This is an optimization exercise on Yosys and OpenROAD, whose aim is small area, not a production implementation.
Where RTL was checked, it was by simulation tests only, not by an equivalence proof against the original.
No activity file was given, so power comes from the tool's default toggle rates.

onyx:
// gf_vme_interface
module gf_vme_interface
(
	input  logic                                   clk,
	input  logic                                   rst,
	input  logic                                   mezzanine_sel,
	input  logic                                   cmd_valid,
	output logic                                   cmd_ready,
	input  logic                                   cmd_write,
	input  logic [16-1:0]                  cmd_addr,
	input  logic [32-1:0]                  cmd_wdata,
	input  logic                                   cmd_mezzanine,
	output logic                                   rsp_valid,
	input  logic                                   rsp_ready,
	output logic [32-1:0]                  rsp_rdata,
	output logic [32-1:0]                  local_add,
	output logic [32-1:0]                  control,
	output logic [32-1:0]                  dcm,
	output logic                                   dcm_write,
	output logic [32-1:0]                  chi2cut,
	output logic [32-1:0]                  phioffset_w0w1,
	output logic [32-1:0]                  phioffset_w2w3,
	output logic [32-1:0]                  sectors,
	output logic [32-1:0]                  cdf_error_mask,
	output logic [32-1:0]                  svt_error_mask,
	input  logic [32-1:0]                  gf_status,
	input  logic [32-1:0]                  last_50h,
	input  logic [3:0][32-1:0]             wedge_status,
	output logic [3:0]                             clear_wedge_status,
	input  logic [32-1:0]                  error_reg,
	output logic                                   clear_error,
	input  logic [4-1:0][32-1:0] spy_counter,
	input  logic [32-1:0]                  spy_word,
	output logic                                   spy_read,
	output logic [1:0]                             spy_sel,
	output logic [9-1:0]             spy_addr,
	output logic [4-1:0]                 spy_reset
);
For scale: ~1100 cells after synthesis, roughly 370 flip-flops, ~780 I/O pins, about 15000 um2 of cells after synthesis.
export LEC_CHECK = 0
export CAP_MARGIN = 20
export CORE_AREA = 2.3 2.72 417.7 73.44
export DIE_AREA = 0 0 420 76
export SLEW_MARGIN = 20
create_clock -name core_clock -period 4.0 [get_ports {clk}]
standard.sh (not shown) runs the stock make flow with config.mk's settings and CLKGATE_MAP_FILE= SYNTH_SCRIPT=/design/flow/synth_recipe.tcl, a recipe that flattens the netlist after the stock synthesis.
==> flow/flow/run.sh <==
#!/bin/bash
# Standard ORFS layout (the standard.sh) with two changes:
#  - the port buffers that buffer_ports inserts use the smallest buffer cell
#    instead of the library's default pick;
#  - clock tree synthesis does not add dummy loads.
# Every tool's output goes to standard.log.
set -o pipefail
export BUFFER_PORTS_ARGS="-buffer_cell sky130_fd_sc_hd__buf_1"
export CTS_ARGS="-sink_clustering_enable -repair_clock_nets -dont_use_dummy_load"
bash standard.sh > standard.log 2>&1
Inputs modified between onyx and yarrow:
==> flow/flow/run.sh <==
#!/bin/bash
# Standard ORFS layout (the standard.sh) with two changes:
#  - the port buffers that buffer_ports inserts use the smallest buffer cell
#    instead of the library's default pick;
#  - pins may sit one routing track apart, so that a square die fits them.
# Every tool's output goes to standard.log.
set -o pipefail
export BUFFER_PORTS_ARGS="-buffer_cell sky130_fd_sc_hd__buf_1"
export PLACE_PINS_ARGS="-min_distance 1 -min_distance_in_tracks"
bash standard.sh > standard.log 2>&1
--- a/flow/config.mk
+++ b/flow/config.mk
@@ -7,5 +7,5 @@
 export LEC_CHECK = 0
 export CAP_MARGIN = 20
-export CORE_AREA = 2.3 2.72 417.7 73.44
-export DIE_AREA = 0 0 420 76
+export CORE_AREA = 2.3 2.72 177.7 176.8
+export DIE_AREA = 0 0 180 180
 export SLEW_MARGIN = 20
### Flow results
On final cell count, onyx tracks yarrow almost exactly. yarrow vs onyx on sequential share of layout area: yarrow is the lower one. Taking onyx as the reference, in yarrow worst-case headroom to the max-slew limit saw an increase; sum of met2 wire segment lengths after detailed routing saw an increase.
Function was not checked in any run of this note: the RTL went through the layout flow alone.

* * *

## run A
The RTL this note starts from:
==> flow/design.v <==
`timescale 1ns/1ps
module gf_vme_interface
(
	input  logic                                   clk,
	input  logic                                   rst,
	input  logic                                   mezzanine_sel,
	input  logic                                   cmd_valid,
	output logic                                   cmd_ready,
	input  logic                                   cmd_write,
	input  logic [16-1:0]                  cmd_addr,
	input  logic [32-1:0]                  cmd_wdata,
	input  logic                                   cmd_mezzanine,
	output logic                                   rsp_valid,
	input  logic                                   rsp_ready,
	output logic [32-1:0]                  rsp_rdata,
	output logic [32-1:0]                  local_add,
	output logic [32-1:0]                  control,
	output logic [32-1:0]                  dcm,
	output logic                                   dcm_write,
	output logic [32-1:0]                  chi2cut,
	output logic [32-1:0]                  phioffset_w0w1,
	output logic [32-1:0]                  phioffset_w2w3,
	output logic [32-1:0]                  sectors,
	output logic [32-1:0]                  cdf_error_mask,
	output logic [32-1:0]                  svt_error_mask,
	input  logic [32-1:0]                  gf_status,
	input  logic [32-1:0]                  last_50h,
	input  logic [3:0][32-1:0]             wedge_status,
	output logic [3:0]                             clear_wedge_status,
	input  logic [32-1:0]                  error_reg,
	output logic                                   clear_error,
	input  logic [4-1:0][32-1:0] spy_counter,
	input  logic [32-1:0]                  spy_word,
	output logic                                   spy_read,
	output logic [1:0]                             spy_sel,
	output logic [9-1:0]             spy_addr,
	output logic [4-1:0]                 spy_reset
);
	localparam int W = 32;
	logic [7:0]  page, off;
	logic [15:0] ohc;
	logic        hi0, pg_cfg, pg_st, pg_cnt, pg_win;
	assign page   = cmd_addr[15:8];
	assign off    = cmd_addr[7:0];
	assign hi0    = (off[7:4] == 4'd0);
	assign ohc    = {16{hi0}} & (16'(1) << off[3:0]);
	assign pg_cfg = (page == 8'h80);
	assign pg_st  = (page == 8'h81);
	assign pg_cnt = (page == 8'h82);
	assign pg_win = (cmd_addr[15:11] == 5'b10001);
	logic mezz_q, w_q, win_q, nop_q;
	logic p1, p2r, p2x, p2w, p3w, rv;
	logic idle, take;
	assign idle      = !(p1 || p2r || p2x || p2w || p3w || rv);
	assign take      = cmd_valid && idle && (cmd_mezzanine == mezz_q);
	assign cmd_ready = idle;
	assign rsp_valid = rv;
	always_ff @(posedge clk)
	begin
		mezz_q <= mezzanine_sel;
		w_q    <= cmd_write;
		win_q  <= pg_win;
		nop_q  <= !(pg_cfg || pg_st || pg_cnt || pg_win);
	end
	always_ff @(posedge clk)
	begin
		if (rst)
		begin
			p1  <= 1'b0;
			p2r <= 1'b0;
			p2x <= 1'b0;
			p2w <= 1'b0;
			p3w <= 1'b0;
			rv  <= 1'b0;
		end
		else
		begin
			p1  <= take;
			p2r <= p1 && !nop_q && !w_q && !win_q;
			p2x <= p1 && !nop_q && w_q;
			p2w <= p1 && win_q && !w_q;
			p3w <= p2w;
			rv  <= (p1 && nop_q) || p2r || p2x || p3w || (rv && !rsp_ready);
		end
	end
	logic [8:0] s_cfg;
	logic [3:0] s_wedge, s_cnt;
	logic       s_fw, s_gfs, s_l50, s_err;
	logic       tk;
	assign tk = take && !rst;
	always_ff @(posedge clk)
	begin
		s_cfg   <= {9{tk && pg_cfg}} & ohc[8:0];
		s_fw    <= tk && !cmd_write && pg_st && ohc[0];
		s_gfs   <= tk && !cmd_write && pg_st && ohc[1];
		s_l50   <= tk && !cmd_write && pg_st && ohc[2];
		s_wedge <= {4{tk && pg_st}} & ohc[6:3];
		s_err   <= tk && pg_st && ohc[7];
		s_cnt   <= {4{tk && pg_cnt}} & ohc[3:0];
	end
	assign spy_read = p1 && win_q && !w_q;
	logic [W-1:0] d_q, d_in, rdata;
	logic         tw, tr, hold;
	always_comb
	begin
		rdata = '0;
		if (s_fw)  rdata = rdata | 32'h10011102;
		if (s_gfs) rdata = rdata | gf_status;
		if (s_l50) rdata = rdata | last_50h;
		if (s_err) rdata = rdata | error_reg;
		for (int i = 0; i < 4; i++)
		begin
			if (s_wedge[i]) rdata = rdata | wedge_status[i];
			if (s_cnt[i])   rdata = rdata | spy_counter[i];
		end
		if (s_cfg[0]) rdata = rdata | local_add;
		if (s_cfg[1]) rdata = rdata | control;
		if (s_cfg[2]) rdata = rdata | dcm;
		if (s_cfg[3]) rdata = rdata | chi2cut;
		if (s_cfg[4]) rdata = rdata | phioffset_w0w1;
		if (s_cfg[5]) rdata = rdata | phioffset_w2w3;
		if (s_cfg[6]) rdata = rdata | sectors;
		if (s_cfg[7]) rdata = rdata | cdf_error_mask;
		if (s_cfg[8]) rdata = rdata | svt_error_mask;
	end
	assign tw   = idle && cmd_write;
	assign tr   = idle && !cmd_write;
	assign hold = p2r || p3w || rv;
	assign d_in = ({W{tw}} & cmd_wdata) | {{(W-11){1'b0}}, {11{tr}} & cmd_addr[10:0]} |
		rdata | ({W{p2w}} & spy_word) | ({W{hold}} & d_q);
	always_ff @(posedge clk)
		d_q <= d_in;
	assign rsp_rdata = d_q;
	assign spy_sel   = d_q[10:9];
	assign spy_addr  = d_q[8:0];
	logic [W-1:0] wd;
	logic [8:0]   ld;
	assign wd = rst ? '0 : d_q;
	assign ld = ({9{w_q}} & s_cfg) | {9{rst}};
	always_ff @(posedge clk) if (ld[0]) local_add      <= wd;
	always_ff @(posedge clk) if (ld[1]) control        <= wd;
	always_ff @(posedge clk) if (ld[2]) dcm            <= wd;
	always_ff @(posedge clk) if (ld[3]) chi2cut        <= wd;
	always_ff @(posedge clk) if (ld[4]) phioffset_w0w1 <= wd;
	always_ff @(posedge clk) if (ld[5]) phioffset_w2w3 <= wd;
	always_ff @(posedge clk) if (ld[6]) sectors        <= wd;
	always_ff @(posedge clk) if (ld[7]) cdf_error_mask <= wd;
	always_ff @(posedge clk) if (ld[8]) svt_error_mask <= wd;
	always_ff @(posedge clk)
	begin
		if (rst)
		begin
			dcm_write          <= 1'b0;
			clear_wedge_status <= '0;
			clear_error        <= 1'b0;
			spy_reset          <= '0;
		end
		else
		begin
			dcm_write          <= w_q && s_cfg[2];
			clear_wedge_status <= {4{w_q}} & s_wedge;
			clear_error        <= w_q && s_err;
			spy_reset          <= {4{w_q}} & s_cnt;
		end
	end
endmodule
==> flow/config.mk <==
export PLATFORM = sky130hd
export DESIGN_NAME = gf_vme_interface
export DESIGN_NICKNAME = gf_vme_interface
export VERILOG_FILES = /design/flow/design.v
export SDC_FILE = /design/flow/constraint.sdc
export NUM_CORES = 4
export LEC_CHECK = 0
export CAP_MARGIN = 20
export CORE_AREA = 2.3 2.72 417.7 73.44
export DIE_AREA = 0 0 420 76
export GPL_TIMING_DRIVEN = 0
export SLEW_MARGIN = 20
==> flow/constraint.sdc <==
create_clock -name core_clock -period 4.0 [get_ports {clk}]
set_input_delay 0.8000 -clock core_clock [delete_from_list [all_inputs] [get_ports {clk}]]
set_output_delay 0.8000 -clock core_clock [all_outputs]
set_load 0.01 [all_outputs]
==> flow/flow/run.sh <==
#!/bin/bash
# Standard ORFS layout (the standard.sh) with two changes:
#  - the port buffers that buffer_ports inserts use the smallest buffer cell
#    instead of the library's default pick;
#  - clock tree synthesis does not add dummy loads.
# Every tool's output goes to standard.log.
set -o pipefail
export BUFFER_PORTS_ARGS="-buffer_cell sky130_fd_sc_hd__buf_1"
export CTS_ARGS="-sink_clustering_enable -repair_clock_nets -dont_use_dummy_load"
bash standard.sh > standard.log 2>&1
Inputs modified between run A and run B:
- SLEW_MARGIN: 20 -> 10
- CAP_MARGIN: 20 -> 10
- GPL_TIMING_DRIVEN: 0 -> unset
--- a/flow/flow/run.sh
+++ b/flow/flow/run.sh
@@ -2 +2 @@
-# Standard ORFS layout (the standard.sh) with two changes:
+# Standard ORFS layout (the standard.sh) with these changes:
@@ -5 +5 @@
-#  - clock tree synthesis does not add dummy loads.
+#  - clock tree synthesis adds no dummy loads and clusters up to 25 sinks
@@ -9 +9 @@
-export CTS_ARGS="-sink_clustering_enable -repair_clock_nets -dont_use_dummy_load"
+export CTS_ARGS="-sink_clustering_enable -repair_clock_nets -dont_use_dummy_load -sink_clustering_size 25 -sink_clustering_max_diameter 45"
### Flow results
Going from run A to run B, total buffers and inverters traversed by the critical path now sits lower; post-placement cell area now sits lower; post-placement cell count now sits lower; final net count now sits lower. Number of buffers created by CTS, run B and run A: higher on run A. Between run B and run A, it is run B whose transition time at the pin with the least slew margin is higher, by 0.094 ns. When run B is measured against run A, its first-pass GRT wire length turns out about 8% lower. Switching component of the power went down by a little under 10% going from run A to run B.
[inputs] run C vs run B
- DIE_AREA: 0 0 420 76 -> 0 0 420 64
- SLEW_MARGIN: 10 -> 20
- CAP_MARGIN: 10 -> 20
- CORE_AREA: 2.3 2.72 417.7 73.44 -> 2.3 2.72 417.7 59.84
==> flow/flow/run.sh <==
#!/bin/bash
# Standard ORFS layout (the standard.sh) with two changes:
#  - the port buffers that buffer_ports inserts use the smallest buffer cell
#    instead of the library's default pick;
#  - clock tree synthesis does not add dummy loads.
# Every tool's output goes to standard.log.
set -o pipefail
export BUFFER_PORTS_ARGS="-buffer_cell sky130_fd_sc_hd__buf_1"
export CTS_ARGS="-sink_clustering_enable -repair_clock_nets -dont_use_dummy_load"
bash standard.sh > standard.log 2>&1
[summary]
Run C ended with every stage complete and zero timing, DRC or antenna violations. Run C vs run B, power of the combinational group went up by about 9%. Going from run B to run C, the total power draw was found to have gone up by 5.5%. Number of global-route vias before repair in run C is 4.1% higher than in run B. Global-route wire length before repair (run C / run B): 1.05. Relative to run B, part of the power in the clock network has gone up in run C.
For run D, these inputs were changed with respect to run C:
- changing CORE_AREA from 2.3 2.72 417.7 59.84 to 2.3 2.72 417.7 73.44
- changing DIE_AREA from 0 0 420 64 to 0 0 420 76
--- a/flow/flow/run.sh
+++ b/flow/flow/run.sh
@@ -2 +2 @@
-# Standard ORFS layout (the standard.sh) with two changes:
+# Standard ORFS layout (the standard.sh) with these changes:
@@ -5 +5 @@
-#  - clock tree synthesis does not add dummy loads.
+#  - clock tree synthesis adds no dummy loads and clusters up to 25 sinks
@@ -9 +9 @@
-export CTS_ARGS="-sink_clustering_enable -repair_clock_nets -dont_use_dummy_load"
+export CTS_ARGS="-sink_clustering_enable -repair_clock_nets -dont_use_dummy_load -sink_clustering_size 25 -sink_clustering_max_diameter 45"
### Flow results
When the final numbers for run C and run D were put side by side, the area growth from synthesis to layout turned out to be greater in run C. Looking at cell with the biggest individual delay on the critical path, the or2_1 result is from run D; the or3_2 one comes from run C. Run D against run C: routed wire length on met2 picked up an extra 0.58%; data-path buffer share of cell area in the final layout neither gained nor lost much; final total power lost about 5%.

* * *

Starts from the design.v that is shown in full above.
clock: 4.0 ns
lec_check: 0
cap_margin: 20
core_area: 2.3 2.72 417.7 73.44
die_area: 0 0 420 76
slew_margin: 20
==> flow/flow/run.sh <==
#!/bin/bash
# Standard ORFS layout (the standard.sh) with two changes:
#  - the port buffers that buffer_ports inserts use the smallest buffer cell
#    instead of the library's default pick;
#  - clock tree synthesis does not add dummy loads.
# Every tool's output goes to standard.log.
set -o pipefail
export BUFFER_PORTS_ARGS="-buffer_cell sky130_fd_sc_hd__buf_1"
export CTS_ARGS="-sink_clustering_enable -repair_clock_nets -dont_use_dummy_load"
bash standard.sh > standard.log 2>&1
The starting point completed with no timing, DRC or antenna violations.
Edit:
==> flow/run.sh (new file) <==
#!/bin/bash
# synth_recipe.tcl (not shown) runs the flow's synth.tcl, then flattens the netlist and writes it again
# the make line also repeats each setting of config.mk as NAME=value (left out here)
make -C /OpenROAD-flow-scripts/flow DESIGN_CONFIG=/design/flow/config.mk WORK_HOME=/design/flow/orfs CLKGATE_MAP_FILE= SYNTH_SCRIPT=/design/flow/synth_recipe.tcl finish
Settings changed: CORE_AREA 2.3 2.72 417.7 73.44 to 2.3 2.72 457.7 87.04, DIE_AREA 0 0 420 76 to 0 0 460 90.
removed: flow/flow/run.sh
removed: flow/standard.sh
=>
- The changed run ran to the end with no violations
- hold slack improves by 0.097 ns
- power is higher by about a fifth
- routed wire length is higher by a quarter to a third
- clock skew is lower by 0.011 ns
- maximum frequency is higher by a few percent
- core utilization is lower by 1.1 points
- non-clock buffer count is higher by 16
- first-iteration DRC count is lower by a few percent
Edit:
==> flow/flow/run.sh (new file) <==
#!/bin/bash
# Standard ORFS layout (the standard.sh) with these changes:
#  - the port buffers that buffer_ports inserts use the smallest buffer cell
#    instead of the library's default pick;
#  - clock tree synthesis adds no dummy loads and clusters up to 14 sinks under clkbuf_8 leaf buffers
# Every tool's output goes to standard.log.
set -o pipefail
export BUFFER_PORTS_ARGS="-buffer_cell sky130_fd_sc_hd__buf_1"
export CTS_ARGS="-sink_clustering_enable -repair_clock_nets -dont_use_dummy_load -root_buf sky130_fd_sc_hd__clkbuf_16 -buf_list sky130_fd_sc_hd__clkbuf_8 -sink_clustering_size 14 -sink_clustering_max_diameter 35"
bash standard.sh > standard.log 2>&1
==> flow/standard.sh (new file) <==
#!/bin/bash
# synth_recipe.tcl (not shown) runs the flow's synth.tcl, then flattens the netlist and writes it again
# the make line also repeats each setting of config.mk as NAME=value (left out here)
make -C /OpenROAD-flow-scripts/flow DESIGN_CONFIG=/design/flow/config.mk WORK_HOME=/design/flow/orfs CLKGATE_MAP_FILE= SYNTH_SCRIPT=/design/flow/synth_recipe.tcl "${@:-finish}"
Settings changed: CORE_AREA 2.3 2.72 457.7 87.04 to 2.3 2.72 417.7 73.44, DIE_AREA 0 0 460 90 to 0 0 420 76.
removed: flow/run.sh
Result: Fmax goes down by about 1.1%. Critical path depth does not change. Worst hold slack loses 0.095 ns. Worst setup slack loses 0.034 ns. Power goes down by about 17%. Area after synthesis does not change. Wire length goes down by 19%. Die area goes down by 23%. Sequential share of layout area goes up by 13 points. First-iteration DRC count goes up by about 12%.

[re-timing with driven ports]
How much do the figures lean on ideal ports? The routed layouts below were timed once more, with nothing changed but the port constraints. Step 1 assumes that a clkbuf_16 drives the clock port and a buf_2 every other input. Step 2 adds t to the input delays and takes it off the output delays; t is the mean of the earliest and latest rising clock arrival at the registers after step 1. Input paths then give back, and output paths get back, about the clock's delay inside the block. a / b / c = no drivers / after step 1 / after step 2; a / b = the first two.
| run | t, ns | setup slack, ns | cell pins on the clock port's net |
|---|---|---|---|
| onyx | 0.607 | 1.198 / 1.171 / 1.198 | 1 |
| yarrow | 0.570 | 1.220 / 1.165 / 1.276 | 1 |
| run A | 0.598 | 0.393 / 0.393 / 0.393 | 1 |
| run B | 0.570 | 0.912 / 0.867 / 1.222 | 1 |
| run C | 0.635 | 0.715 / 0.647 / 1.009 | 1 |
| run D | 0.566 | 0.891 / 0.846 / 1.220 | 1 |
| the first run of note 3 | 0.599 | 0.875 / 0.827 / 1.194 | 1 |
| the second run of note 3 | 0.635 | 0.939 / 0.879 / 1.050 | 1 |
| the third run of note 3 | 0.575 | 0.904 / 0.861 / 1.237 | 1 |
After both steps every run listed still meets setup and hold.
